Background: an optimization exercise with open tools, aiming at small area and a short achievable clock period. Do not read the settings as production practice. In this exercise RTL edits were held to simulation tests only and were not proved equivalent to the original. Power and IR drop assume default switching activity.

## stack_alu
module stack_alu #(
  parameter int DEPTH = 256,
  parameter int WIDTH = 4
) (
  input  logic             clk,
  input  logic             rst_n,
  input  logic [2:0]       opcode,
  input  logic [WIDTH-1:0] input_data,
  output logic [WIDTH-1:0] output_data,
  output logic             empty,
  output logic             full,
  output logic             overflow
);
  localparam logic [2:0] OP_PUSH = 3'b110;
  localparam logic [2:0] OP_POP  = 3'b111;
  localparam int MD = DEPTH - 3;          
  localparam int NL = 16;                 
  localparam int NR = 17;                 
  localparam int NM = NL * NR;            
  localparam int NW = (MD + NL - 1) / NL;   
  localparam int GR = 4;                  
  localparam int NP = (NW + GR - 1) / GR;
  localparam int M0 = NM - 4;             
  logic [NL-1:0]    lo;
  logic [NR-1:0]    hi;
  logic [WIDTH-1:0] mem [MD];
  logic [WIDTH-1:0] t_q, b_q;
  logic [WIDTH-1:0] c_part [NP];
  logic [WIDTH-1:0] c_val;
  logic [WIDTH-1:0] out_q;
  logic             ovf_q;
  logic             empty_q, nfull_q, ge2_q;
  logic             nempty_o, full_o;
  always_comb begin
    c_val = '0;
    for (int p = 0; p < NP; p++) c_val = c_val | c_part[p];
  end
  logic [NL-1:0] lo_n;
  logic [NR-1:0] hi_n;
  assign lo_n = ~lo;
  assign hi_n = ~hi;
  for (genvar i = 0; i < MD; i++) begin : g_wr
    localparam int MW = (i + NM - 1) % NM;
    logic we;
    stack_alu_nor2 u_we (.a(hi_n[MW / NL]), .b(lo_n[MW % NL]), .y(we));
    always_ff @(posedge clk) begin
      if (we) mem[i] <= c_val;
    end
  end
  logic [NW-1:0] row_n [WIDTH];           
  for (genvar w = 0; w < WIDTH; w++) begin : g_bit
  ...
Size: roughly 2,300 cells after synthesis, ~1,100 flip-flops, roughly 0.040 mm^2 of cells after synthesis.
==> flow/config.mk <==
export PLATFORM = sky130hd
export DESIGN_NAME = stack_alu
export DESIGN_NICKNAME = stack_alu
export VERILOG_FILES = /design/flow/design.v
export SDC_FILE = /design/flow/constraint.sdc
export NUM_CORES = 4
export LEC_CHECK = 0
export ABC_CLOCK_PERIOD_IN_PS = 2500
export CAP_MARGIN = 30
export CORE_MARGIN = 2
export CORE_UTILIZATION = 55
export CTS_CLUSTER_DIAMETER = 80
export CTS_CLUSTER_SIZE = 30
export SETUP_SLACK_MARGIN = 4.88
export SLEW_MARGIN = 30
export SYNTH_HIERARCHICAL = 1
export SYNTH_MINIMUM_KEEP_SIZE = 0
==> flow/constraint.sdc <==
create_clock -name core_clock -period 7.5 [get_ports {clk}]
set_input_delay 1.5000 -clock core_clock [delete_from_list [all_inputs] [get_ports {clk}]]
set_output_delay 1.5000 -clock core_clock [all_outputs]
set_load 0.01 [all_outputs]
run.sh (not shown) runs the stock make flow with config.mk's settings and CLKGATE_MAP_FILE= SYNTH_SCRIPT=/design/flow/synth_recipe.tcl, a recipe that flattens the netlist after the stock synthesis.
The starting point completed with no timing, DRC or antenna violations.
Change:
Settings changed: CORE_UTILIZATION 55 to 40, SETUP_SLACK_MARGIN 4.88 to 5.0.
=>
- The new run produced a clean layout
- power stays flat
- non-clock buffer count grows by 11
- setup slack got worse by 19 ps
Change:
Settings changed: PLACE_DENSITY set to 0.75, SETUP_SLACK_MARGIN 5.0 to 4.88.
Via count barely changes.
Critical path depth does not change.
Wire length falls by a little under a tenth.
Change:
Settings changed: CTS_BUF_LIST set to sky130_fd_sc_hd__clkbuf_8 sky130_fd_sc_hd__clkbuf_16, PLACE_DENSITY 0.75 to unset.
What happened: Die area is unchanged. Non-clock buffer count grows by 1. Global-route usage went up by 1.3 points. Final area grows by 0.33%. Hold slack gets worse by 23 ps. Total power went up by 0.70%. First-iteration DRC count drops by about 12%. Utilization grows by 0.15 points. Register-to-register slack improved by 60 ps. Critical path depth rises by 1. Worst setup slack gets better by 84 ps.
Change:
Settings changed: CAP_MARGIN 30 to 20, CTS_BUF_LIST sky130_fd_sc_hd__clkbuf_8 sky130_fd_sc_hd__clkbuf_16 to unset, SLEW_MARGIN 30 to 20.
The new run went through all stages and came out clean.
Total power barely changes.
Non-clock buffer count went down by 5.
Synthesized cell count stays the same.
Change:
Settings changed: CAP_MARGIN 20 to 30, GPL_TIMING_DRIVEN set to 0, SLEW_MARGIN 20 to 30.
After rerunning:
- clock-buffer cell count grows by 11
- clock skew grows by 12 ps
- wire length shrinks by 2.6%
- sequential power grows by about 3%


## alpha
Starting RTL as in the previous note.
==> flow/config.mk <==
export PLATFORM = sky130hd
export DESIGN_NAME = stack_alu
export DESIGN_NICKNAME = stack_alu
export VERILOG_FILES = /design/flow/design.v
export SDC_FILE = /design/flow/constraint.sdc
export NUM_CORES = 4
export LEC_CHECK = 0
export ABC_CLOCK_PERIOD_IN_PS = 2500
export CAP_MARGIN = 30
export CORE_MARGIN = 2
export CORE_UTILIZATION = 40
export CTS_CLUSTER_DIAMETER = 80
export CTS_CLUSTER_SIZE = 30
export SETUP_SLACK_MARGIN = 4.75
export SLEW_MARGIN = 30
export SYNTH_HIERARCHICAL = 1
export SYNTH_MINIMUM_KEEP_SIZE = 0
==> flow/constraint.sdc <==
create_clock -name core_clock -period 7.5 [get_ports {clk}]
set_input_delay 1.5000 -clock core_clock [delete_from_list [all_inputs] [get_ports {clk}]]
set_output_delay 1.5000 -clock core_clock [all_outputs]
set_load 0.01 [all_outputs]
Edits applied to the flow inputs when going from alpha to beta:
Settings: SETUP_SLACK_MARGIN changed from 4.75 to 4.88.
==> comparison <==
met2 demand-to-capacity share in global routing in beta is 0.26 points above alpha.
For clock network power, alpha and beta come out practically identical.
Worst setup path endpoint = empty: beta; worst setup path endpoint = hi[8]: alpha
beta vs alpha on leakage power of the design: beta is the higher one.
Across both runs, overall routed net length was higher for beta than for alpha.
Setup changes, beta to gamma
Settings: TNS_END_PERCENT now 10, previously not set.
## What came out
On via count, gamma and beta are neck and neck. Changes observed in gamma relative to beta: post-cts gate resize count lost 56%, final critical-path share of the clock period picked up an extra 1.2 points, share of power burned in combinational logic neither gained nor lost much, global-route wire length before repair lost 0.99%. gamma: number of global-route vias before repair is 0.63% lower than what beta reported. Compared with beta, gamma has less setup slack. Synthesis-to-finish area growth ended up 0.28 points lower on gamma than on beta.
Relative to gamma, the following input files were edited for delta:
Settings: removing TNS_END_PERCENT (formerly 10); changing CTS_CLUSTER_DIAMETER from 80 to 60; changing CTS_CLUSTER_SIZE from 30 to 50.
## What came out
- Both conditions hold for delta: the flow ran to the end and the final layout passed the timing, design-rule and antenna checks.
- Between delta and gamma, the difference in number of nets produced by synthesis is negligible.
- When the final numbers for delta and gamma were put side by side, the final core area utilization turned out to be smaller in gamma.
- delta — clock period minus worst slack 53 ps lower, gamma as reference
- First-iteration DRC count: delta vs gamma up 70
- In the metrics for delta and gamma, the one carrying the higher relative contribution of sequential cells to total power is gamma.

what the ideal ports hide:
The flow's constraints put no driver on any port. The routed layouts listed below were extracted and timed again, unchanged, in two steps.
Step 1 (the two cells are an assumption about what drives the block):
set clk [get_ports {clk}]
set_driving_cell -lib_cell sky130_fd_sc_hd__clkbuf_16 $clk
set_driving_cell -lib_cell sky130_fd_sc_hd__buf_2 [delete_from_list [all_inputs] $clk]
Step 2 moves the port delays by t, midway between the first and last clock arrival at a register: inputs arrive t later, outputs are due t later. That takes back most of the time a late clock gives input paths.
Slacks: ideal / step 1 / step 2; pairs: ideal / step 1.
run	shift t [ns]	setup slack, ns	worst slew at a driven data input, ns	cell pins on the clock port's net
the first run of note 1	0.676	4.833 / 4.770 / 4.289	0.04	1
the second run of note 1	0.682	4.814 / 4.742 / 4.403	0.10	1
the third run of note 1	0.688	4.747 / 4.671 / 4.237	0.07	1
the fourth run of note 1	0.690	4.831 / 4.758 / 4.326	0.04	1
the fifth run of note 1	0.689	4.821 / 4.752 / 4.241	0.04	1
the sixth run of note 1	0.683	4.813 / 4.748 / 4.216	0.03	1
alpha	0.688	4.781 / 4.749 / 4.143	0.04	1
beta	0.690	4.831 / 4.758 / 4.326	0.04	1
gamma	0.691	4.742 / 4.671 / 4.164	0.04	1
delta	0.728	4.795 / 4.724 / 4.309	0.04	1
After both steps every run listed still meets setup and hold. The setup slack of alpha, which loses most, moves by -0.032 ns with the drivers and by -0.638 ns with both steps.
